Source: an optimization exercise on an open RTL-to-GDS flow (aim: small area, a short achievable clock period and few clock cycles). Production flows keep margins and buffers that such runs may drop. RTL that was checked went through simulation tests only; none was proved equivalent to the original. No functional check of the RTL was part of runs 1, 3 and 4.

===== flow/config.mk =====
export PLATFORM = sky130hd
export DESIGN_NAME = integer_to_padded_ascii
export DESIGN_NICKNAME = integer_to_padded_ascii
export VERILOG_FILES = /design/flow/design.v
export SDC_FILE = /design/flow/constraint.sdc
export NUM_CORES = 4
export LEC_CHECK = 0
export ABC_AREA = 1
export CAP_MARGIN = 20
export CORE_MARGIN = 2
export CORE_UTILIZATION = 40
export SLEW_MARGIN = 20

===== flow/constraint.sdc =====
create_clock -name core_clock -period 8.0 [get_ports {clk_i}]
set_input_delay 1.6000 -clock core_clock [delete_from_list [all_inputs] [get_ports {clk_i}]]
set_output_delay 1.6000 -clock core_clock [all_outputs]
set_load 0.01 [all_outputs]

===== flow/design.v =====
`timescale 1ns / 1ps
`default_nettype none
package itap_pkg;
  localparam int VALUE_W     = 64;
  localparam int FUNC_W      = 3;
  localparam int WIDTH_W     = 6;
  localparam int PREC_W      = 7;
  localparam int CH_W        = 8;
  localparam int IN_TDATA_W  = 88;
  localparam int IN_TUSER_W  = 4;
  localparam int OUT_TDATA_W = 8;
  localparam int DEF_MAX_FIELD  = 62;
  localparam int DEF_VALUE_BITS = 64;
  typedef enum logic [FUNC_W-1:0] {
    FN_SDEC = 3'd0,
    FN_UDEC = 3'd1,
    FN_HEXL = 3'd2,
    FN_HEXU = 3'd3,
    FN_PTR  = 3'd4
  } itap_func_e;
  localparam logic [CH_W-1:0] CH_SPACE   = 8'h20;
  localparam logic [CH_W-1:0] CH_PLUS    = 8'h2b;
  localparam logic [CH_W-1:0] CH_MINUS   = 8'h2d;
  localparam logic [CH_W-1:0] CH_ZERO    = 8'h30;
  localparam logic [CH_W-1:0] CH_X       = 8'h78;
  localparam logic [CH_W-1:0] CH_LOWER_A = 8'h61;
  localparam logic [CH_W-1:0] CH_UPPER_A = 8'h41;
  typedef struct packed {
    logic clear;
    logic shift;
  } itap_row_ctrl_t;
endpackage
`default_nettype wire
`timescale 1ns / 1ps
`default_nettype none
module itap_bcd_cell (
  input  logic [3:0] d_i,
  output logic [3:0] d_o
);
  assign d_o[3] = d_i[3] | (d_i[2] & (d_i[1] | d_i[0]));
  assign d_o[2] = (d_i[2] & ~d_i[1] & ~d_i[0]) | (d_i[3] & d_i[0]);
  assign d_o[1] = d_i[3] ? ~d_i[0] : (d_i[1] & (~d_i[2] | d_i[0]));
  assign d_o[0] = d_i[3] ? ~d_i[0] : (d_i[2] ? (d_i[1] & ~d_i[0]) : d_i[0]);
endmodule
`default_nettype wire
`timescale 1ns / 1ps
`default_nettype none
module itap_bcd_row #(
  parameter int NDIG = 20,
  parameter int W    = (NDIG - 1) * 4 + 1
) (
  input  logic [W-1:0] acc_i,
  input  logic [3:0]   nib_i,
  output logic [W-1:0] acc_o
);
  logic [NDIG*4-1:0] lay [5];
  assign lay[0] = (NDIG*4)'(acc_i);
  for (genvar l = 0; l < 4; l++) begin : g_layer
    logic [NDIG*4-1:0] adj;
    for (genvar j = 0; j < NDIG; j++) begin : g_dig
      itap_bcd_cell u_cell (
        .d_i (lay[l][j*4 +: 4]),
        .d_o (adj[j*4 +: 4])
      );
    end
    assign lay[l+1] = (NDIG*4)'({adj[W-2:0], nib_i[3-l]});
  end
  assign acc_o = lay[4][W-1:0];
endmodule
`default_nettype wire
`timescale 1ns / 1ps
`default_nettype none
import itap_pkg::*;
module integer_to_padded_ascii #(
  parameter int MAX_FIELD  = itap_pkg::DEF_MAX_FIELD,
  parameter int VALUE_BITS = itap_pkg::DEF_VALUE_BITS
) (
  input  logic                             clk_i,
  input  logic                             rst_ni,
  input  logic                             s_axis_tvalid,
  output logic                             s_axis_tready,
  input  logic [itap_pkg::IN_TDATA_W-1:0]  s_axis_tdata,
  input  logic [itap_pkg::IN_TUSER_W-1:0]  s_axis_tuser,
  output logic                             m_axis_tvalid,
  input  logic                             m_axis_tready,
  output logic [itap_pkg::OUT_TDATA_W-1:0] m_axis_tdata,
  output logic                             m_axis_tlast
);
  localparam int NDIG  = 20;
  localparam int ACC_W = (NDIG - 1) * 4 + 1;
  logic [63:0] v;
  logic [2:0]  fn;
  logic        wide_in, isdec_in, ishex_in, sgn_in, neg_in;
  assign v        = s_axis_tdata[63:0];
  assign fn       = s_axis_tuser[2:0];
  assign wide_in  = s_axis_tuser[3] || (fn == 3'd4);
  assign isdec_in = (fn == 3'd0) || (fn == 3'd1);
  assign ishex_in = (fn == 3'd2) || (fn == 3'd3) || (fn == 3'd4);
  assign sgn_in   = wide_in ? v[63] : v[31];
  assign neg_in   = (fn == 3'd0) && sgn_in;
  logic [15:0] nz, nf, fp, fneg;
  always_comb begin
    for (int g = 0; g < 16; g++) begin
      nz[g] = |v[g*4 +: 4];
      nf[g] = ~&v[g*4 +: 4];
    end
    for (int g = 0; g < 16; g++) begin
      fp[g] = nz[g] && ((g < 8) || wide_in);
    end
    fneg[0] = 1'b0;
    for (int g = 1; g < 16; g++) begin
      fneg[g] = ((g < 8) || wide_in) &&
                (nf[g-1] || (((g == 15) || (g == 7 && !wide_in)) && nf[g]));
    end
  end
  logic [3:0] hp_in, hn_in, lz_in;
  always_comb begin
    hp_in = 4'd0;
    hn_in = 4'd0;
    for (int g = 0; g < 16; g++) begin
      if (fp[g])   hp_in = 4'(g);
      if (fneg[g]) hn_in = 4'(g);
    end
    lz_in = 4'd0;
    for (int g = 15; g >= 0; g--) begin
      if (nz[g]) lz_in = 4'(g);
    end
  end
  typedef enum logic [1:0] {Q_IDLE, Q_FETCH, Q_FDONE, Q_UNDEF} q_state_e;
  q_state_e   q_st, q_st_n;
  logic       q_neg, q_isdec, q_first, q_first_n, qs, qs_n;
  logic [3:0] q_hp, q_hn, q_lz, q_g, q_g_n;
  logic       tready_q, tready_n, accept;
  logic       f_valid, f_valid_n, f_first, f_last;
  logic [3:0] f_nib;
  logic       f_first_n_w;
  logic [3:0] idx, nib, mag;
  logic       fetch, consume, c_start;
  assign accept = tready_q && s_axis_tvalid;
  assign idx    = q_first ? (q_neg ? q_hn : q_hp) : q_g;
  assign nib    = v[idx*4 +: 4];
  assign mag    = q_neg ? (~nib + 4'((idx <= q_lz) ? 1 : 0)) : nib;
  assign fetch  = (q_st == Q_FETCH) && (!f_valid || consume);
  assign f_first_n_w = fetch ? q_first : f_first;
  typedef enum logic [1:0] {C_IDLE, C_RUN, C_SIZE, C_DONE} c_state_e;
  c_state_e          c_st, c_st_n;
  logic [ACC_W-1:0]  acc, acc_dd, acc_nx;
  logic              c_isdec;
  logic [4:0]        c_ndm1;
  logic              handoff;
  logic [5:0]        s_wc, s_pc;
  logic              s_pnone, s_zero, s_neg, s_plus, s_upper;
  logic [1:0]        s_pre;
  assign c_start = f_valid && f_first && ((c_st == C_IDLE) || handoff);
  assign consume = c_start || (c_st == C_RUN);
  itap_bcd_row #(
    .NDIG (NDIG)
  ) u_row (
    .acc_i (acc),
    .nib_i (f_nib),
    .acc_o (acc_dd)
  );
  always_comb begin
    if (c_start) begin
      acc_nx = '0;
      if (q_isdec && (f_nib >= 4'd10)) acc_nx[7:0] = {4'd1, f_nib - 4'd10};
      else                             acc_nx[3:0] = f_nib;
    end else if (c_isdec) begin
      acc_nx = acc_dd;
    end else begin
      acc_nx = {acc[ACC_W-5:0], f_nib};
    end
  end
  logic [4:0] ndm1_nx;
  always_comb begin
    ndm1_nx = 5'd0;
    for (int j = 0; j < NDIG; j++) begin
      if (j < NDIG - 1) begin
        if (acc[j*4 +: 4] != 4'd0) ndm1_nx = 5'(j);
      end else begin
        if (acc[ACC_W-1]) ndm1_nx = 5'(j);
      end
    end
  end
  logic [ACC_W-1:0] e_buf;
  logic             e_busy, e_isdec, e_upper, e_neg, e_plus;
  logic [5:0]       e_pos, e_am1;
  logic [4:0]       e_ndm1;
  logic [1:0]       e_pre;
  logic             o_valid, o_last;
  logic [7:0]       o_ch;
  logic             adv, e_take, emit;
  assign adv     = !o_valid || m_axis_tready;
  assign e_take  = !e_busy || (adv && (e_pos == 6'd0));
  assign handoff = (c_st == C_DONE) && e_take;
  assign emit    = e_busy && adv;
  logic [6:0] lm1, mm1, zm1, tm1, am1;
  logic [6:0] wc7, pc7;
  always_comb begin
    wc7 = {1'b0, s_wc};
    pc7 = {1'b0, s_pc};
    lm1 = 7'(c_ndm1) + 7'(s_pre);
    if (c_isdec) begin
      mm1 = wc7;
      if (s_zero && s_pnone) zm1 = wc7;
      else                   zm1 = (pc7 < wc7) ? pc7 : wc7;
    end else begin
      mm1 = (pc7 > wc7) ? pc7 : wc7;
      if (s_pnone) zm1 = s_zero ? 7'd64 : 7'd0;
      else         zm1 = pc7 + 7'(s_pre);
    end
    tm1 = (mm1 > lm1 + 7'd1) ? mm1 - 7'd1 : lm1;
    am1 = (zm1 > lm1 + 7'd1) ? zm1 - 7'd1 : lm1;
  end
  logic       sp, pfx, zr;
  logic [3:0] dval;
  logic [7:0] dch, ch;
  logic [3:0] ebd [NDIG];
  always_comb begin
    for (int j = 0; j < NDIG - 1; j++) ebd[j] = e_buf[j*4 +: 4];
    ebd[NDIG-1] = {3'b000, e_buf[ACC_W-1]};
  end
  assign dval = ebd[e_pos[4:0]];
  assign sp   = e_pos > e_am1;
  assign pfx  = e_pre != 2'd0;
  assign zr   = e_pos > {1'b0, e_ndm1};
  assign dch  = (e_isdec || dval < 4'd10) ? {4'h3, dval} :
                {(e_upper ? 4'h4 : 4'h6), dval - 4'd9};
  always_comb begin
    if (sp)               ch = CH_SPACE;
    else if (pfx) begin
      if (e_isdec)        ch = e_neg ? CH_MINUS : (e_plus ? CH_PLUS : CH_SPACE);
      else                ch = e_pre[1] ? CH_ZERO : CH_X;
    end
    else if (zr)          ch = CH_ZERO;
    else                  ch = dch;
  end
  always_comb begin
    q_st_n    = q_st;
    q_g_n     = q_g;
    q_first_n = q_first;
    qs_n      = qs;
    f_valid_n = f_valid;
    if (consume) f_valid_n = 1'b0;
    if (fetch) begin
      f_valid_n = 1'b1;
      q_first_n = 1'b0;
      q_g_n     = idx - 4'd1;
      if (idx == 4'd0) q_st_n = Q_FDONE;
    end
    if (c_start) qs_n = 1'b1;
    case (q_st)
      Q_IDLE: begin
        if (s_axis_tvalid) begin
          q_first_n = 1'b1;
          if (isdec_in || ishex_in) q_st_n = Q_FETCH;
          else                      q_st_n = Q_UNDEF;
        end
      end
      default: ;
    endcase
    if (accept) begin
      q_st_n = Q_IDLE;
      qs_n   = 1'b0;
    end
    tready_n = (q_st_n == Q_UNDEF) ||
               (((q_st_n == Q_FDONE) || ((q_st_n == Q_FETCH) && !q_first_n && (q_g_n == 4'd0))) &&
                (qs_n || (f_valid_n && f_first_n_w && (c_st_n == C_IDLE))));
  end
  always_comb begin
    c_st_n = c_st;
    case (c_st)
      C_RUN:  if (f_last) c_st_n = C_SIZE;
      C_SIZE: c_st_n = C_DONE;
      C_DONE: if (handoff) c_st_n = C_IDLE;
      default: ;
    endcase
    if (c_start) c_st_n = f_last ? C_SIZE : C_RUN;
  end
  always_ff @(posedge clk_i or negedge rst_ni) begin
    if (!rst_ni) begin
      q_st     <= Q_IDLE;
      q_first  <= 1'b0;
      qs       <= 1'b0;
      tready_q <= 1'b0;
      f_valid  <= 1'b0;
      c_st     <= C_IDLE;
      e_busy   <= 1'b0;
      o_valid  <= 1'b0;
    end else begin
      q_st     <= q_st_n;
      q_first  <= q_first_n;
      qs       <= qs_n;
      tready_q <= tready_n;
      f_valid  <= f_valid_n;
      c_st     <= c_st_n;
      if (adv) o_valid <= e_busy;
      if (emit && (e_pos == 6'd0)) e_busy <= 1'b0;
      if (handoff) e_busy <= 1'b1;
    end
  end
  always_ff @(posedge clk_i) begin
    if ((q_st == Q_IDLE) && s_axis_tvalid) begin
      q_neg   <= neg_in;
      q_isdec <= isdec_in;
      q_hp    <= hp_in;
      q_hn    <= hn_in;
      q_lz    <= lz_in;
    end
    q_g <= q_g_n;
    if (fetch) begin
      f_nib   <= mag;
      f_first <= q_first;
      f_last  <= (idx == 4'd0);
    end
    if (consume) acc <= acc_nx;
    if (c_start) begin
      c_isdec <= q_isdec;
      s_neg   <= q_neg;
      s_plus  <= s_axis_tdata[64];
      s_zero  <= s_axis_tdata[66];
      s_upper <= (fn == 3'd3);
      s_wc    <= (s_axis_tdata[73:68] == 6'd63) ? 6'd62 : s_axis_tdata[73:68];
      s_pnone <= (s_axis_tdata[80:74] == 7'h7f);
      s_pc    <= s_axis_tdata[80] ? 6'd0 :
                 ((s_axis_tdata[79:74] == 6'd63) ? 6'd62 : s_axis_tdata[79:74]);
      if (isdec_in) s_pre <= {1'b0, q_neg || s_axis_tdata[64] || s_axis_tdata[65]};
      else          s_pre <= (s_axis_tdata[67] || (fn == 3'd4)) ? 2'd2 : 2'd0;
    end
    if (c_st == C_SIZE) c_ndm1 <= ndm1_nx;
    if (emit && pfx && !sp) e_pre <= e_pre - 2'd1;
    if (emit) e_pos <= e_pos - 6'd1;
    if (handoff) begin
      e_buf   <= acc;
      e_pos   <= tm1[5:0];
      e_am1   <= am1[5:0];
      e_ndm1  <= c_ndm1;
      e_pre   <= s_pre;
      e_isdec <= c_isdec;
      e_upper <= s_upper;
      e_neg   <= s_neg;
      e_plus  <= s_plus;
    end
    if (adv && e_busy) begin
      o_ch   <= ch;
      o_last <= (e_pos == 6'd0);
    end
  end
  assign s_axis_tready = tready_q;
  assign m_axis_tvalid = o_valid;
  assign m_axis_tdata  = o_ch;
  assign m_axis_tlast  = o_last;
endmodule
`default_nettype wire

===== flow/run.sh =====
#!/bin/bash
# synth_recipe.tcl (not shown) runs the flow's synth.tcl, then flattens the netlist and writes it again
# the make line also repeats each setting of config.mk as NAME=value (left out here)
make -C /OpenROAD-flow-scripts/flow DESIGN_CONFIG=/design/flow/config.mk WORK_HOME=/design/flow/orfs CLKGATE_MAP_FILE= SYNTH_SCRIPT=/design/flow/synth_recipe.tcl finish

==> impl_metrics.toml, run 1 <==
[status]
status = "complete, no violations"

[clocking]
hold_buffers = 0
post_cts_buffers = 0
cts_resized = 0
cts_buffers = 28
cts_tree = "done"
cts-root-buf = "clkbuf_16"
htree_levels = 1
clock_latency_ps = 550
max-clock-path-buffers = 3
cts.sinks = 244
clk_pin_slew_ps = 60

[final_layout]
fin_nets = 2888
final_util = 0.463
area_delta_synth_final_pct = 13.9
layout.cells.non_filler = 3360
drive_above_1_share = 0.0688
antenna_cells = 0

[timing]
min_period_over_period = 0.536
drv_slew = 0
worst_slack_ps = 3710
skew_ps = 14.0
hold_viol_final = 0
setup_violations = 0
period_needed_ps = 4290
hold_slack_ps = 432
rsz0062_at_grt = "no"
fmax_mhz = 233
final.setup.tns_ps = 0
relSlewSlack = 0.373
worst_pin_slew_ps = 930

[floorplanning]
std_cell_rows = 78
coreArea_mm2 = 0.0456
die_y_um = 219
io_pins = 107
die_w_um = 219
initial_core_util = 0.407
die_area_mm2 = 0.0481

[global_route]
grt_pass1_vias = 16300
antenna_found_initial = 0
grt.met3_usage = 0.0180
grt_pass1_wl_um = 79200
gr-usage-all-layers = 0.200
busiest_layer = "met2"
grt_max_degree = 82
grt.met2_usage = 0.337
globalRouteMet1Util = 0.281
gr-total-overflow = 0

[place]
hpwl_um = 36600
port_buffers = 98
place_congestion = 0.879
placedCellCount = 3308
preCtsSetupSlack_ps = 3190

[synth]
synth_cells = 2650
yosysUniqueCellTypes = 57
ys_ff_latch = 244
async_reset_ff_frac = 0.0410
yosysSeqAreaShare = 0.390
yosysTopAreaCell = "edfxtp_1"
synth-main-ff-cell = "edfxtp_1"
synth_common_cells = "830 x nand2_1, 330 x inv_1, 266 x nor2_1"
yosysMostFrequentCell = "nand2_1"
synth_area_leaders = "edfxtp_1 37%, nand2_1 17%, inv_1 6.7%"
yosysWarnings = 5
avgSynthCellArea_um2 = 7.00
synth_edf_count = 229
synth_fp_nets = 2800
synth_top_area_share = 0.371
syn-cell-area_mm2 = 0.0185

[critical_path]
crit_path_max_fanout = 64
start_kind = "input pin"
worstSetupPathType = "input pin to flop"
worstPathRequired_ps = 8420
end_kind = "flop"
cp_data_arrival_time_ps = 4710

[drt]
ant_nets = 0
drt-total-wl_um = 48300
num_vias = 17600
dr.pass1.iters = 7
drt_iter0_markers = 1365
vias_per_cell = 5.24
wl_per_cell_um = 14.4
drc = 0

[job]
maxCapViolations = 0

[worst_hold_path]
hold_path.class = "flop to flop"
## final timing paths
check / start / endpoint / slack, ps / cells after the start
max: m_axis_tready / tready_q$_DFF_PN0_ / 3710 / 18
min: s_plus$_DFFE_PP_ / e_plus$_DFFE_PP_ / 430 / 0
max reg2reg: s_pc[4]$_SDFFCE_PP0P_ / e_pos[2]$_DFFE_PP_ / 4390 / 17
min reg2reg: s_plus$_DFFE_PP_ / e_plus$_DFFE_PP_ / 430 / 0
max in group asynchronous: rst_ni / q_st[1]$_DFF_PN0_ / 6260 / 1
min in group asynchronous: rst_ni / q_first$_DFF_PN0_ / 1400 / 1
## through the flow
stage               instance area, µm²
global placement                 20100
finish                           21100
detailed placement               20100
global route                     21100
CTS                              21100
floorplan                        18500
## cells in the final DEF, fill, tap and decap left out, types with 12 or more instances in the layout
cell type,Yosys,final
inv_1,330,328
nor3_1,18,18
nand3_1,205,205
nand4_1,27,27
ha_1,52,52
nand2_1,830,828
clkdlybuf4s50_1,0,98
nor2_1,266,266
o21ai_0,144,144
a21oi_2,15,15
nor4_1,15,15
nand2_2,11,12
edfxtp_1,229,229
o22ai_1,14,14
o21ai_1,50,50
clkbuf_16,0,28
inv_2,40,41
a21oi_1,156,156
o21ai_2,18,18
a31oi_1,24,24
o211ai_1,16,16
## cell type report
class	count	area (µm²)
Fill cell	4460	24500
Clock buffer	32	716
Tap cell	600	751
Multi-Input combinational cell	1982	9690
Inverter	377	1430
Sequential cell	244	7230
Clock inverter	20	275
Timing Repair Buffer	105	1030
## flip-flops by register name, summed over array words and instances (netlist names), 2 cells and up
name / count
q_hp: 4
q_hn: 4
s_pre: 2
c_ndm1: 5
e_buf: 77
acc: 77
f_nib: 4
c_st: 2
e_am1: 6
e_pos: 6
e_pre: 2
s_pc: 6
q_st: 2
o_ch: 7
e_ndm1: 5
s_wc: 6
q_lz: 4
q_g: 4
## per-layer routing
layer / wire (µm) / share of wire
met1: 22700 / 0.47
met2: 22700 / 0.47
met3: 2270 / 0.047
met4: 594 / 0.012
met5: 0 / 0
## critical path, stage by stage
cell and delay (ps):
clkdlybuf4s50_1 390, inv_1 50, nand2_1 100, nand4_1 120, nand2_1 70, nand2_1 330
nand2_1 150, nand2_2 100, buf_4 560, nand3_1 420, nand2_2 280, inv_2 120
nand2_1 80, nand2_1 70, nand2_1 60, nand2_1 50, nor2_1 110, a21oi_1 50
## cell families (layout without fill, tap and decap cells)
family                   count (synthesis)  in the layout  synth area share
AO/OA/AOI/OAI                          481            481             0.152
XOR/XNOR                                14             14           0.00661
adder cells (fa/ha/maj)                 54             54            0.0372
buffers and inverters                  424            534            0.0887
flip-flops                             244            244             0.390
other                                    2              2          0.000405
AND/OR/NAND/NOR                       1431           1431             0.325
==> run 2, diff against run 1 <==
--- a/flow/design.v
+++ b/flow/design.v
@@ -34,13 +34,11 @@
 `timescale 1ns / 1ps
 `default_nettype none
 module itap_bcd_cell (
+  input  logic       en_i,
   input  logic [3:0] d_i,
   output logic [3:0] d_o
 );
-  assign d_o[3] = d_i[3] | (d_i[2] & (d_i[1] | d_i[0]));
-  assign d_o[2] = (d_i[2] & ~d_i[1] & ~d_i[0]) | (d_i[3] & d_i[0]);
-  assign d_o[1] = d_i[3] ? ~d_i[0] : (d_i[1] & (~d_i[2] | d_i[0]));
-  assign d_o[0] = d_i[3] ? ~d_i[0] : (d_i[2] ? (d_i[1] & ~d_i[0]) : d_i[0]);
+  assign d_o = (en_i && (d_i >= 4'd5)) ? (d_i + 4'd3) : d_i;
 endmodule
 `default_nettype wire
 `timescale 1ns / 1ps
@@ -49,6 +47,7 @@
   parameter int NDIG = 20,
   parameter int W    = (NDIG - 1) * 4 + 1
 ) (
+  input  logic         dec_i,
   input  logic [W-1:0] acc_i,
   input  logic [3:0]   nib_i,
   output logic [W-1:0] acc_o
@@ -59,8 +58,9 @@
     logic [NDIG*4-1:0] adj;
     for (genvar j = 0; j < NDIG; j++) begin : g_dig
       itap_bcd_cell u_cell (
-        .d_i (lay[l][j*4 +: 4]),
-        .d_o (adj[j*4 +: 4])
+        .en_i (dec_i),
+        .d_i  (lay[l][j*4 +: 4]),
+        .d_o  (adj[j*4 +: 4])
       );
     end
     assign lay[l+1] = (NDIG*4)'({adj[W-2:0], nib_i[3-l]});
@@ -144,7 +144,7 @@
   assign f_first_n_w = fetch ? q_first : f_first;
   typedef enum logic [1:0] {C_IDLE, C_RUN, C_SIZE, C_DONE} c_state_e;
   c_state_e          c_st, c_st_n;
-  logic [ACC_W-1:0]  acc, acc_dd, acc_nx;
+  logic [ACC_W-1:0]  acc, acc_in, acc_nx;
   logic              c_isdec;
   logic [4:0]        c_ndm1;
   logic              handoff;
@@ -153,24 +153,15 @@
   logic [1:0]        s_pre;
   assign c_start = f_valid && f_first && ((c_st == C_IDLE) || handoff);
   assign consume = c_start || (c_st == C_RUN);
+  assign acc_in  = c_start ? '0 : acc;
   itap_bcd_row #(
     .NDIG (NDIG)
   ) u_row (
-    .acc_i (acc),
+    .dec_i (c_start ? q_isdec : c_isdec),
+    .acc_i (acc_in),
     .nib_i (f_nib),
-    .acc_o (acc_dd)
+    .acc_o (acc_nx)
   );
-  always_comb begin
-    if (c_start) begin
-      acc_nx = '0;
-      if (q_isdec && (f_nib >= 4'd10)) acc_nx[7:0] = {4'd1, f_nib - 4'd10};
-      else                             acc_nx[3:0] = f_nib;
-    end else if (c_isdec) begin
-      acc_nx = acc_dd;
-    end else begin
-      acc_nx = {acc[ACC_W-5:0], f_nib};
-    end
-  end
   logic [4:0] ndm1_nx;
   always_comb begin
     ndm1_nx = 5'd0;
--- a/flow/config.mk
+++ b/flow/config.mk
@@ -5,7 +5,6 @@
 export SDC_FILE = /design/flow/constraint.sdc
 export NUM_CORES = 4
 export LEC_CHECK = 0
-export ABC_AREA = 1
 export CAP_MARGIN = 20
 export CORE_MARGIN = 2
 export CORE_UTILIZATION = 40
==> impl_metrics.toml, run 2 <==
[status]
status = "complete, no violations"

[clocking]
clk_pin_slew_ps = 70
clock_latency_ps = 590
cts_buffers = 29
cts_tree = "done"
htree_levels = 1
cts-root-buf = "clkbuf_16"
max-clock-path-buffers = 3
post_cts_buffers = 0
hold_buffers = 0
cts_resized = 0
cts.sinks = 244

[place]
place_congestion = 0.899
preCtsSetupSlack_ps = 872
hpwl_um = 47000
dpl-instance-area_mm2 = 0.0236
placedCellCount = 3242
port_buffers = 98

[global_route]
grt_max_degree = 127
gr-usage-all-layers = 0.226
gr-total-overflow = 0
grt_pass1_wl_um = 104000
grt_pass1_vias = 19100
antenna_found_initial = 0

[critical_path]
cp.depth = 26
r2r-start = "e_pos[0]$_DFFE_PP_"
path_common_cell = "ha_1"
r2r-end = "acc[2]$_DFFE_PP_"
endpoint = "acc[2]$_DFFE_PP_"
crit_path_max_fanout = 17
startpoint = "m_axis_tready"
worstSetupPathType = "input pin to flop"
end_kind = "flop"
critPathTopFamily = "compound AO/OA/AOI/OAI gates"
rr_worst_depth = 27
start_kind = "input pin"
critPathBufInv = 2
reg2reg_slack_ps = 1450
slowest_delay_ps = 390
worstPathRequired_ps = 8330
crit_path_top_delay_cell = "clkdlybuf4s50_1"
cp_data_arrival_time_ps = 6890

[timing]
rsz0062_at_grt = "no"
worst_pin_slew_ps = 1150
period_needed_ps = 6560
min_period_over_period = 0.820
relSlewSlack = 0.226
hold_viol_final = 0
worst_slack_ps = 1440
final.setup.tns_ps = 0
skew_ps = 12.4
fmax_mhz = 152
setup_violations = 0
drv_slew = 0

[drt]
ant_nets = 0
drt_iter0_markers = 1660
dr.pass1.iters = 6
num_vias = 20300
drt-total-wl_um = 65700
vias_per_cell = 6.15
drc = 0
wl_per_cell_um = 19.9

[final_layout]
final_common_cell = "nand2_1"
final_cell_mix = "249 x nand2_1, 230 x o21ai_0, 228 x edfxtp_1, 206 x nor2_1, 148 x a21oi_1"
area_delta_synth_final_pct = 11.9
antenna_cells = 0
top_regs = "acc (77), e_buf (77), o_ch (7)"
layout.cells.non_filler = 3296
final_util = 0.454
drive_above_1_share = 0.0854
final_area_mm2 = 0.0246
fin_nets = 2771

[synth]
yosysMostFrequentCell = "nand2_1"
yosysTopAreaCell = "edfxtp_1"
ys_ff_latch = 244
synth_area_leaders = "edfxtp_1 31%, ha_1 5.5%, o21ai_0 5.3%"
synth_fp_nets = 2729
synth_cells = 2535
async_reset_ff_frac = 0.0410
syn-cell-area_mm2 = 0.0220
yosysUniqueCellTypes = 116
synth_top_area_share = 0.311
synth_edf_count = 228
yosysSeqAreaShare = 0.328
yosysWarnings = 5
synth_common_cells = "249 x nand2_1, 231 x o21ai_0, 228 x edfxtp_1"
synth-main-ff-cell = "edfxtp_1"
avgSynthCellArea_um2 = 8.67

[worst_hold_path]
hold_path.class = "flop to flop"

[floorplanning]
die_w_um = 238
io_pins = 107
std_cell_rows = 85
die_y_um = 238
die_area_mm2 = 0.0569
initial_core_util = 0.406
coreArea_mm2 = 0.0541

[job]
maxCapViolations = 0
==> run 2: cell types whose count changed in the layout (fill, tap and decap cells not counted), sizes merged, moves of 33 or more <==
cell	previous run	this run
nand2	846	250
inv	373	114
nand3	210	75
xnor2	4	80
mux2i	0	73
nor2	279	210
o21ai	212	264
nor2b	0	48
ha	52	96
nor3	18	60
a211oi	0	34
nand2b	0	33
==> run 2: stage by stage <==
step	hold slack (ps)
2_1_floorplan	400
3_3_place_gp	415
3_5_place_dp	414
4_1_cts	437
5_1_grt	452
6_report	432
==> run 2: area by class of cell <==
type                            instances  area, µm²
Tap cell                              696        871
Clock buffer                           33        741
Timing Repair Buffer                  132       1270
Fill cell                            5109      29500
Clock inverter                         21        287
Multi-Input combinational cell       2053      13800
Inverter                              117        442
Sequential cell                       244       7220
==> run 2: kinds of logic (layout without fill, tap and decap cells) <==
logic type      Yosys count  count (layout)  share of synthesized area
mux                     118             118                     0.0636
fa+ha+maj               101             101                     0.0579
buf+inv                 238             303                     0.0466
other cells               2               2                   0.000342
simple gates            858             858                      0.189
flops                   244             244                      0.328
xor+xnor                118             118                     0.0518
compound gates          856             856                      0.262
==> run 2: worst min path at each step <==
stage	start	endpoint	slack (ps)	depth (start not counted)
CTS	f_nib[0]$_DFFE_PP_	acc[0]$_DFFE_PP_	440	0
detailed placement	f_nib[0]$_DFFE_PP_	acc[0]$_DFFE_PP_	410	0
global route	s_neg$_DFFE_PP_	e_neg$_DFFE_PP_	450	0
global placement	f_nib[0]$_DFFE_PP_	acc[0]$_DFFE_PP_	410	0
finish	f_nib[0]$_DFFE_PP_	acc[0]$_DFFE_PP_	430	0
floorplan	f_nib[0]$_DFFE_PP_	acc[0]$_DFFE_PP_	400	0
==> run 2: routing by layer <==
layer | part of all wire | vias to the layer above | GRT usage
met5 | 0 | - | 0
met4 | 0.025 | 0 | 0.0629
met3 | 0.065 | 103 | 0.0289
met2 | 0.46 | 683 | 0.371
met1 | 0.45 | 9749 | 0.312
li1 | - | 9722 | -
==> run 2: worst reg2reg max path, cell delays in order (launching register included) <==
cell	delay (ps)
edfxtp_1	480
inv_1	230
ha_1	680
nor3b_4	430
a31o_2	220
nand2_2	130
buf_4	250
and2_1	190
ha_1	170
o31a_1	240
o21ai_0	200
xnor2_1	170
nand2_1	130
ha_1	220
nor2b_1	160
a21oi_1	130
o21ai_0	160
xnor2_1	390
ha_1	250
nand2b_1	80
a21oi_1	140
nor2_1	80
xnor2_1	360
ha_1	220
nand2b_1	120
nand2_1	60
a21oi_1	280
mux2i_1	120
Testbench counts of run 2, summed over its fixed seeds: cycles 14,023.
==> run 3, diff against run 2 <==
--- a/flow/design.v
+++ b/flow/design.v
@@ -34,11 +34,13 @@
 `timescale 1ns / 1ps
 `default_nettype none
 module itap_bcd_cell (
-  input  logic       en_i,
   input  logic [3:0] d_i,
   output logic [3:0] d_o
 );
-  assign d_o = (en_i && (d_i >= 4'd5)) ? (d_i + 4'd3) : d_i;
+  assign d_o[3] = d_i[3] | (d_i[2] & (d_i[1] | d_i[0]));
+  assign d_o[2] = (d_i[2] & ~d_i[1] & ~d_i[0]) | (d_i[3] & d_i[0]);
+  assign d_o[1] = d_i[3] ? ~d_i[0] : (d_i[1] & (~d_i[2] | d_i[0]));
+  assign d_o[0] = d_i[3] ? ~d_i[0] : (d_i[2] ? (d_i[1] & ~d_i[0]) : d_i[0]);
 endmodule
 `default_nettype wire
 `timescale 1ns / 1ps
@@ -47,7 +49,6 @@
   parameter int NDIG = 20,
   parameter int W    = (NDIG - 1) * 4 + 1
 ) (
-  input  logic         dec_i,
   input  logic [W-1:0] acc_i,
   input  logic [3:0]   nib_i,
   output logic [W-1:0] acc_o
@@ -58,9 +59,8 @@
     logic [NDIG*4-1:0] adj;
     for (genvar j = 0; j < NDIG; j++) begin : g_dig
       itap_bcd_cell u_cell (
-        .en_i (dec_i),
-        .d_i  (lay[l][j*4 +: 4]),
-        .d_o  (adj[j*4 +: 4])
+        .d_i (lay[l][j*4 +: 4]),
+        .d_o (adj[j*4 +: 4])
       );
     end
     assign lay[l+1] = (NDIG*4)'({adj[W-2:0], nib_i[3-l]});
@@ -128,40 +128,52 @@
   end
   typedef enum logic [1:0] {Q_IDLE, Q_FETCH, Q_FDONE, Q_UNDEF} q_state_e;
   q_state_e   q_st, q_st_n;
-  logic       q_neg, q_isdec, q_first, q_first_n, qs, qs_n;
+  logic       q_neg, q_hex, q_hex_n, q_first, q_first_n, qs, qs_n;
   logic [3:0] q_hp, q_hn, q_lz, q_g, q_g_n;
-  logic       tready_q, tready_n, accept;
-  logic       f_valid, f_valid_n, f_first, f_last;
+  logic       tready_q, tready_n, accept, prep;
+  logic       f_valid, f_valid_n, f_first, f_first_n, f_last;
   logic [3:0] f_nib;
-  logic       f_first_n_w;
   logic [3:0] idx, nib, mag;
-  logic       fetch, consume, c_start;
+  logic       fetch, consume, q_ready, q_ready_n, c_start;
   assign accept = tready_q && s_axis_tvalid;
+  assign prep   = (q_st == Q_IDLE) && s_axis_tvalid;
   assign idx    = q_first ? (q_neg ? q_hn : q_hp) : q_g;
   assign nib    = v[idx*4 +: 4];
   assign mag    = q_neg ? (~nib + 4'((idx <= q_lz) ? 1 : 0)) : nib;
   assign fetch  = (q_st == Q_FETCH) && (!f_valid || consume);
-  assign f_first_n_w = fetch ? q_first : f_first;
+  assign q_ready = !qs && ((f_valid && f_first) || ((q_st == Q_FDONE) && q_hex));
   typedef enum logic [1:0] {C_IDLE, C_RUN, C_SIZE, C_DONE} c_state_e;
   c_state_e          c_st, c_st_n;
-  logic [ACC_W-1:0]  acc, acc_in, acc_nx;
+  logic [ACC_W-1:0]  acc, acc_dd, acc_nx;
   logic              c_isdec;
   logic [4:0]        c_ndm1;
   logic              handoff;
   logic [5:0]        s_wc, s_pc;
   logic              s_pnone, s_zero, s_neg, s_plus, s_upper;
   logic [1:0]        s_pre;
-  assign c_start = f_valid && f_first && ((c_st == C_IDLE) || handoff);
-  assign consume = c_start || (c_st == C_RUN);
-  assign acc_in  = c_start ? '0 : acc;
+  assign c_start = q_ready && ((c_st == C_IDLE) || handoff);
+  assign consume = (c_start && !q_hex) || (c_st == C_RUN);
   itap_bcd_row #(
     .NDIG (NDIG)
   ) u_row (
-    .dec_i (c_start ? q_isdec : c_isdec),
-    .acc_i (acc_in),
+    .acc_i (acc),
     .nib_i (f_nib),
-    .acc_o (acc_nx)
+    .acc_o (acc_dd)
   );
+  always_comb begin
+    acc_nx = acc_dd;
+    if (c_start) begin
+      acc_nx = '0;
+      if (q_hex) begin
+        acc_nx[31:0]  = v[31:0];
+        acc_nx[63:32] = wide_in ? v[63:32] : 32'd0;
+      end else if (f_nib >= 4'd10) begin
+        acc_nx[7:0] = {4'd1, f_nib - 4'd10};
+      end else begin
+        acc_nx[3:0] = f_nib;
+      end
+    end
+  end
   logic [4:0] ndm1_nx;
   always_comb begin
     ndm1_nx = 5'd0;
@@ -178,13 +190,13 @@
   logic [5:0]       e_pos, e_am1;
   logic [4:0]       e_ndm1;
   logic [1:0]       e_pre;
-  logic             o_valid, o_last;
-  logic [7:0]       o_ch;
-  logic             adv, e_take, emit;
-  assign adv     = !o_valid || m_axis_tready;
-  assign e_take  = !e_busy || (adv && (e_pos == 6'd0));
+  logic             o_valid, o_last, k_valid, k_last;
+  logic [7:0]       o_ch, k_ch;
+  logic             o_free, e_take, emit;
+  assign o_free  = !o_valid || m_axis_tready;
+  assign emit    = e_busy && !k_valid;
+  assign e_take  = !e_busy || (!k_valid && (e_pos == 6'd0));
   assign handoff = (c_st == C_DONE) && e_take;
-  assign emit    = e_busy && adv;
   logic [6:0] lm1, mm1, zm1, tm1, am1;
   logic [6:0] wc7, pc7;
   always_comb begin
@@ -227,86 +239,96 @@
     else                  ch = dch;
   end
   always_comb begin
+    c_st_n = c_st;
+    case (c_st)
+      C_RUN:  if (f_last) c_st_n = C_SIZE;
+      C_SIZE: c_st_n = C_DONE;
+      C_DONE: if (handoff) c_st_n = C_IDLE;
+      default: ;
+    endcase
+    if (c_start) c_st_n = (q_hex || f_last) ? C_SIZE : C_RUN;
+  end
+  always_comb begin
     q_st_n    = q_st;
     q_g_n     = q_g;
     q_first_n = q_first;
+    q_hex_n   = q_hex;
     qs_n      = qs;
     f_valid_n = f_valid;
+    f_first_n = f_first;
     if (consume) f_valid_n = 1'b0;
     if (fetch) begin
       f_valid_n = 1'b1;
+      f_first_n = q_first;
       q_first_n = 1'b0;
       q_g_n     = idx - 4'd1;
       if (idx == 4'd0) q_st_n = Q_FDONE;
     end
     if (c_start) qs_n = 1'b1;
-    case (q_st)
-      Q_IDLE: begin
-        if (s_axis_tvalid) begin
-          q_first_n = 1'b1;
-          if (isdec_in || ishex_in) q_st_n = Q_FETCH;
-          else                      q_st_n = Q_UNDEF;
-        end
-      end
-      default: ;
-    endcase
+    if (prep) begin
+      q_first_n = 1'b1;
+      q_hex_n   = ishex_in;
+      if (isdec_in)      q_st_n = Q_FETCH;
+      else if (ishex_in) q_st_n = Q_FDONE;
+      else               q_st_n = Q_UNDEF;
+    end
     if (accept) begin
       q_st_n = Q_IDLE;
       qs_n   = 1'b0;
     end
-    tready_n = (q_st_n == Q_UNDEF) ||
-               (((q_st_n == Q_FDONE) || ((q_st_n == Q_FETCH) && !q_first_n && (q_g_n == 4'd0))) &&
-                (qs_n || (f_valid_n && f_first_n_w && (c_st_n == C_IDLE))));
-  end
-  always_comb begin
-    c_st_n = c_st;
-    case (c_st)
-      C_RUN:  if (f_last) c_st_n = C_SIZE;
-      C_SIZE: c_st_n = C_DONE;
-      C_DONE: if (handoff) c_st_n = C_IDLE;
-      default: ;
-    endcase
-    if (c_start) c_st_n = f_last ? C_SIZE : C_RUN;
+    q_ready_n = !qs_n && ((f_valid_n && f_first_n) || ((q_st_n == Q_FDONE) && q_hex_n));
+    tready_n  = (q_st_n == Q_UNDEF) ||
+                (((q_st_n == Q_FDONE) ||
+                  ((q_st_n == Q_FETCH) && !q_first_n && (q_g_n == 4'd0))) &&
+                 (qs_n || (q_ready_n && (c_st_n == C_IDLE))));
   end
   always_ff @(posedge clk_i or negedge rst_ni) begin
     if (!rst_ni) begin
       q_st     <= Q_IDLE;
       q_first  <= 1'b0;
+      q_hex    <= 1'b0;
       qs       <= 1'b0;
       tready_q <= 1'b0;
       f_valid  <= 1'b0;
+      f_first  <= 1'b0;
       c_st     <= C_IDLE;
       e_busy   <= 1'b0;
       o_valid  <= 1'b0;
+      k_valid  <= 1'b0;
     end else begin
       q_st     <= q_st_n;
       q_first  <= q_first_n;
+      q_hex    <= q_hex_n;
       qs       <= qs_n;
       tready_q <= tready_n;
       f_valid  <= f_valid_n;
+      f_first  <= f_first_n;
       c_st     <= c_st_n;
-      if (adv) o_valid <= e_busy;
+      if (o_free) begin
+        o_valid <= k_valid || emit;
+        k_valid <= 1'b0;
+      end else if (emit) begin
+        k_valid <= 1'b1;
+      end
       if (emit && (e_pos == 6'd0)) e_busy <= 1'b0;
       if (handoff) e_busy <= 1'b1;
     end
   end
   always_ff @(posedge clk_i) begin
-    if ((q_st == Q_IDLE) && s_axis_tvalid) begin
-      q_neg   <= neg_in;
-      q_isdec <= isdec_in;
-      q_hp    <= hp_in;
-      q_hn    <= hn_in;
-      q_lz    <= lz_in;
+    if (prep) begin
+      q_neg <= neg_in;
+      q_hp  <= hp_in;
+      q_hn  <= hn_in;
+      q_lz  <= lz_in;
     end
     q_g <= q_g_n;
     if (fetch) begin
-      f_nib   <= mag;
-      f_first <= q_first;
-      f_last  <= (idx == 4'd0);
+      f_nib  <= mag;
+      f_last <= (idx == 4'd0);
     end
-    if (consume) acc <= acc_nx;
+    if (c_start || (c_st == C_RUN)) acc <= acc_nx;
     if (c_start) begin
-      c_isdec <= q_isdec;
+      c_isdec <= isdec_in;
       s_neg   <= q_neg;
       s_plus  <= s_axis_tdata[64];
       s_zero  <= s_axis_tdata[66];
@@ -332,9 +354,13 @@
       e_neg   <= s_neg;
       e_plus  <= s_plus;
     end
-    if (adv && e_busy) begin
-      o_ch   <= ch;
-      o_last <= (e_pos == 6'd0);
+    if (o_free) begin
+      o_ch   <= k_valid ? k_ch : ch;
+      o_last <= k_valid ? k_last : (e_pos == 6'd0);
+    end
+    if (emit) begin
+      k_ch   <= ch;
+      k_last <= (e_pos == 6'd0);
     end
   end
   assign s_axis_tready = tready_q;
--- a/flow/config.mk
+++ b/flow/config.mk
@@ -5,6 +5,7 @@
 export SDC_FILE = /design/flow/constraint.sdc
 export NUM_CORES = 4
 export LEC_CHECK = 0
+export ABC_AREA = 1
 export CAP_MARGIN = 20
 export CORE_MARGIN = 2
 export CORE_UTILIZATION = 40
==> impl_metrics.toml, run 3 <==
[timing]
fmax_mhz = 209
setup_violations = 0
hold_viol_final = 0
min_period_over_period = 0.599
worst_pin_slew_ps = 1180
rsz0062_at_grt = "no"
skew_ps = 18.4
relSlewSlack = 0.216
hold_slack_ps = 440
drv_slew = 0
worst_slack_ps = 3210
period_needed_ps = 4790
final.setup.tns_ps = 0

[clocking]
clock_latency_ps = 570
max-clock-path-buffers = 3
hold_buffers = 0
cts_tree = "done"
post_cts_buffers = 0
cts_resized = 0
cts-root-buf = "clkbuf_16"
clk_pin_slew_ps = 60
cts.sinks = 253
cts_buffers = 30
htree_levels = 1

[final_layout]
area_delta_synth_final_pct = 14.0
fillCellCount = 4550
seqCellArea_mm2 = 0.00749
final_common_cell = "nand2_1"
drive_above_1_share = 0.0392
layout.cells.non_filler = 3381
final_cell_mix = "899 x nand2_1, 381 x inv_1, 280 x nor2_1, 236 x edfxtp_1, 189 x o21ai_0"
top_regs = "acc (77), e_buf (77)"
multi_input_area_mm2 = 0.00932
final_util = 0.463
fin_nets = 2908

[critical_path]
start_kind = "flop"
reg2reg_slack_ps = 3210
worstSetupPathType = "flop to flop"
cp_data_arrival_time_ps = 5180
r2r-end = "acc[40]$_DFFE_PP_"
r2r-start = "e_pos[3]$_DFFE_PP_"
worstPathRequired_ps = 8390
crit_path_max_fanout = 39
endpoint = "acc[40]$_DFFE_PP_"
end_kind = "flop"
path_cells = "nor2_2 > nand4_1 > nand2_1 > nand2_1 > buf_4 > nand2_2 > nand2_2 > buf_4 > nor2_4 > buf_4 > inv_2 > nor2_1 > inv_1 > o22ai_1"
rr_worst_depth = 14
startpoint = "e_pos[3]$_DFFE_PP_"
slowest_delay_ps = 730
path_common_cell = "buf_4"
crit_path_top_delay_cell = "nor2_1"

[synth]
async_reset_ff_frac = 0.0514
synthMuxAreaShare = 0
ys_ff_latch = 253
synth_compound_area_frac = 0.143
avgSynthCellArea_um2 = 6.94
yosysTopAreaCell = "edfxtp_1"
yosysUniqueCellTypes = 58
synth_fp_nets = 2807
synth_common_cells = "900 x nand2_1, 382 x inv_1, 280 x nor2_1"
synth_top_family_by_area = "simple AND/OR/NAND/NOR gates"
synth_area_leaders = "edfxtp_1 38%, nand2_1 18%, inv_1 7.8%"
synth-simple-area-share = 0.316
synthAdderAreaFrac = 0.0374
yosysMostFrequentCell = "nand2_1"
yosysWarnings = 5
yosysSeqAreaShare = 0.406
syn-cell-area_mm2 = 0.0185
synth_edf_count = 236
synth-main-ff-cell = "edfxtp_1"
synth_cells = 2657
synth_top_area_share = 0.384
synth_xor_area_frac = 0.00664

[floorplanning]
die_w_um = 219
die_y_um = 219
initial_core_util = 0.406
std_cell_rows = 78
coreArea_mm2 = 0.0455
io_pins = 107
die_area_mm2 = 0.0479

[drt]
drc = 0
wl_per_cell_um = 16.6
num_vias = 17900
vias_per_cell = 5.29
drt-total-wl_um = 56200
ant_nets = 0
drt_iter0_markers = 1466
dr.pass1.iters = 5

[global_route]
grt_pass1_vias = 16800
gr-usage-all-layers = 0.233
grt_max_degree = 78
grt_pass1_wl_um = 87500
gr-total-overflow = 0
antenna_found_initial = 0

[worst_hold_path]
hold_depth = 0
hold_path.class = "flop to flop"

[place]
preCtsSetupSlack_ps = 3180
place_congestion = 0.950
placedCellCount = 3326
hpwl_um = 43900
port_buffers = 98

[status]
status = "complete, no violations"

[job]
maxCapViolations = 0
run 3: stage by stage:
step                      area [µm²]
final                          21000
after global routing           21000
after CTS                      21000
after detailed placement       20100
after global placement         20100
after floorplan                18500
run 3: layout make-up:
cell class | instances | area share
inverters | 394 | 0.0703
well taps | 600 | 0.0357
repair buffers | 107 | 0.0498
clock inverters | 11 | 0.00595
multi-input cells | 1972 | 0.443
diodes | 1 | 0.000119
clock buffers | 43 | 0.0390
flip-flops and latches | 253 | 0.356
run 3: cells by family (layout without fill, tap and decap cells):
logic type / Yosys count / after routing
compound gates: 475 / 475
xor+xnor: 14 / 14
fa+ha+maj: 54 / 54
buf+inv: 432 / 555
flops: 253 / 253
other cells: 2 / 3
simple gates: 1427 / 1427
run 3: worst min path at each step:
stage / end / startpoint / slack [ps]
2_1_floorplan: e_neg$_DFFE_PP_ / s_neg$_DFFE_PN_ / 400
3_3_place_gp: e_plus$_DFFE_PP_ / s_plus$_DFFE_PN_ / 440
3_5_place_dp: e_plus$_DFFE_PP_ / s_plus$_DFFE_PN_ / 440
4_1_cts: e_plus$_DFFE_PP_ / s_plus$_DFFE_PN_ / 450
5_1_grt: e_plus$_DFFE_PP_ / s_plus$_DFFE_PN_ / 460
6_report: e_plus$_DFFE_PP_ / s_plus$_DFFE_PN_ / 440
run 3: critical path, delay by kind of cell, from the launching register on:
kind / cells / cell delay [ps]
simple gates: 8 / 2050
flops: 1 / 550
buf+inv: 5 / 1640
compound gates: 1 / 340
run 3: routing by layer:
metal	vias up	global-route usage	wire, µm
met2	568	0.404	26800
met1	8287	0.303	24500
li1	8941	-	-
met5	-	0	0
met3	83	0.0328	3430
met4	0	0.0628	1510
==> run 4, diff against run 3 <==
--- a/flow/config.mk
+++ b/flow/config.mk
@@ -9,4 +9,5 @@
 export CAP_MARGIN = 20
 export CORE_MARGIN = 2
 export CORE_UTILIZATION = 40
+export SETUP_SLACK_MARGIN = 4.5
 export SLEW_MARGIN = 20
==> impl_metrics.toml, run 4 <==
[timing]
final.setup.tns_ps = 0
relSlewSlack = 0.0958
setup_violations = 0
period_needed_ps = 3400
drv_slew = 0
worst_pin_slew_ps = 1360
min_period_over_period = 0.425
rsz0062_at_grt = "yes"
hold_viol_final = 0
fmax_mhz = 294
skew_ps = 26.5

[critical_path]
cp_data_arrival_time_ps = 3740
worstSetupPathType = "input pin to flop"
worstPathRequired_ps = 8340
reg2reg_slack_ps = 4630
start_kind = "input pin"
r2r-end = "e_pos[3]$_DFFE_PP_"
crit_path_max_fanout = 4
rr_worst_depth = 13
end_kind = "flop"
r2r-start = "s_pre[0]$_DFFE_PN_"

[drt]
drt-total-wl_um = 58400
drc = 0
vias_per_cell = 5.32
dr.pass1.iters = 6
ant_nets = 0
wl_per_cell_um = 17.0
num_vias = 18200
drt_iter0_markers = 1490

[job]
maxCapViolations = 0

[final_layout]
top_regs = "acc (77), e_buf (77)"
layout.cells.non_filler = 3424
drive_above_1_share = 0.0687
antenna_cells = 0
final_cell_mix = "893 x nand2_1, 372 x inv_1, 275 x nor2_1, 236 x edfxtp_1, 181 x o21ai_0"
final_util = 0.475
final_area_mm2 = 0.0216
fin_nets = 2950
fillCellCount = 4561
area_delta_synth_final_pct = 17.2
final_common_cell = "nand2_1"

[synth]
yosysSeqAreaShare = 0.406
async_reset_ff_frac = 0.0514
syn-cell-area_mm2 = 0.0185
yosysWarnings = 5
synth_area_leaders = "edfxtp_1 38%, nand2_1 18%, inv_1 7.8%"
synth_top_area_share = 0.384
synth_common_cells = "900 x nand2_1, 382 x inv_1, 280 x nor2_1"
ys_ff_latch = 253
synth_fp_nets = 2807
avgSynthCellArea_um2 = 6.94
yosysUniqueCellTypes = 58
yosysMostFrequentCell = "nand2_1"
synth_cells = 2657
synth_edf_count = 236
yosysTopAreaCell = "edfxtp_1"
synth-main-ff-cell = "edfxtp_1"

[worst_hold_path]
hold_depth = 0
holdPathEnd = "e_plus$_DFFE_PP_"
hold_path.class = "flop to flop"
hp-start = "s_plus$_DFFE_PN_"

[global_route]
grt_pass1_wl_um = 88600
grt_pass1_vias = 17100
gr-total-overflow = 0
gr-usage-all-layers = 0.237
antenna_found_initial = 0
grt_max_degree = 62

[place]
port_buffers = 98
placedCellCount = 3326
dpl-instance-area_mm2 = 0.0201
place_congestion = 0.965
hpwl_um = 44400

[floorplanning]
initial_core_util = 0.406
die_w_um = 219
io_pins = 107
coreArea_mm2 = 0.0455
die_y_um = 219
die_area_mm2 = 0.0479
std_cell_rows = 78

[clocking]
cts-root-buf = "clkbuf_16"
cts.sinks = 253
htree_levels = 1
clock_latency_ps = 590
cts_tree = "done"
max-clock-path-buffers = 3
cts_buffers = 30
clk_pin_slew_ps = 60

[status]
status = "complete, no violations"
==> run 4: changes by cell type in the layout (fill, tap and decap cells not counted), sizes merged, moves of 2 or more <==
cell,change
clkinvlp,+4
buf,+37
clkbuf,-3
inv,-2
nand2,+3
clkinv,+3
==> run 4: how the worst max path moves through the flow <==
stage,slack [ps],end,from,cells after the start
2_1_floorplan,4500,tready_q$_DFF_PN0_,s_axis_tvalid,9
5_1_grt,4450,e_am1[2]$_DFFE_PP_,s_wc[5]$_SDFFCE_PN1N_,20
3_5_place_dp,2480,acc[34]$_DFFE_PP_,e_pos[3]$_DFFE_PP_,12
6_report,4600,q_lz[1]$_SDFFCE_PP0P_,s_axis_tdata[59],9
4_1_cts,4510,e_am1[4]$_DFFE_PP_,s_pc[1]$_SDFFCE_PP0N_,18
3_3_place_gp,2470,acc[48]$_DFFE_PP_,e_pos[3]$_DFFE_PP_,12
==> run 4: stage by stage <==
step                      worst slack, ps  hold WS, ps
after floorplan                      4500          400
after global placement               2470          438
after detailed placement             2480          434
after CTS                            4510          448
after global routing                 4450          444
final                                4600          443
==> run 4: logic make-up (layout without fill, tap and decap cells) <==
family,Yosys count,count (layout),share of synthesized area
adder cells (fa/ha/maj),54,54,0.0374
flip-flops,253,253,0.406
AND/OR/NAND/NOR,1427,1431,0.316
XOR/XNOR,14,14,0.00665
buffers and inverters,432,595,0.0899
other,2,2,0.000407
AO/OA/AOI/OAI,475,475,0.143
==> run 4: cell type report <==
type,instances,area [µm²],share of cell area
Timing Repair inverter,1,7.51,0.000347
Tap cell,600,751,0.0347
Clock inverter,16,176,0.00816
Multi-Input combinational cell,1976,9560,0.442
Inverter,394,1500,0.0692
Clock buffer,40,810,0.0374
Sequential cell,253,7490,0.347
Timing Repair Buffer,144,1330,0.0617
==> run 4: repair_timing <==
action / CTS / global route
endpoints found under the setup margin: 227 / 118
buffers inserted: 13 / 24
resized for setup: 28 / 38
hold buffers: 0 / 0
gates cloned: 2 / 3
pin swaps: 4 / 11
==> run 4: critical path, cell delays in order <==
cell and delay [ps]:
clkdlybuf4s50_1 490, nor4_1 850, inv_1 130, nor2_1 250
inv_1 70, a21oi_1 110, o21ai_0 100, nand3_1 80
a21oi_1 60
==> run 4: layer usage <==
metal | GRT usage | up-vias | wire (µm)
met5 | 0 | - | 0
met4 | 0.102 | 0 | 2790
met3 | 0.0320 | 142 | 3300
met2 | 0.397 | 567 | 27000
met1 | 0.306 | 8486 | 25300
li1 | - | 9015 | -

## port drivers added, routing unchanged
No port has a modelled driver above. Below, the same layouts with a new extraction and two added sets of constraints. Step 1: set_driving_cell puts a clkbuf_16 on clk_i and a buf_2 on each other input, an assumption about the parent block. Step 2 adds t to the input delays and takes it off the output delays; t is the mean of the earliest and latest rising clock arrival at the registers after step 1. Input paths then give back, and output paths get back, about the clock's delay inside the block. Three values: ideal, step 1, step 2; two values: the first two.
run | t, ns | setup slack, ns | worst setup path after step 2 | worst slew at a driven data input, ns
run 1 | 0.593 | 3.714 / 3.741 / 3.149 | input to register | 0.05
run 2 | 0.638 | 1.441 / 1.449 / 0.835 | input to register | 0.06
run 3 | 0.617 | 3.208 / 3.208 / 3.162 | input to register | 0.05
run 4 | 0.626 | 4.602 / 4.625 / 4.006 | input to register | 0.05
After both steps every run listed still meets setup and hold. For run 2, which loses most, drivers alone change the setup slack by +0.008 ns; drivers and shift together by -0.606 ns.
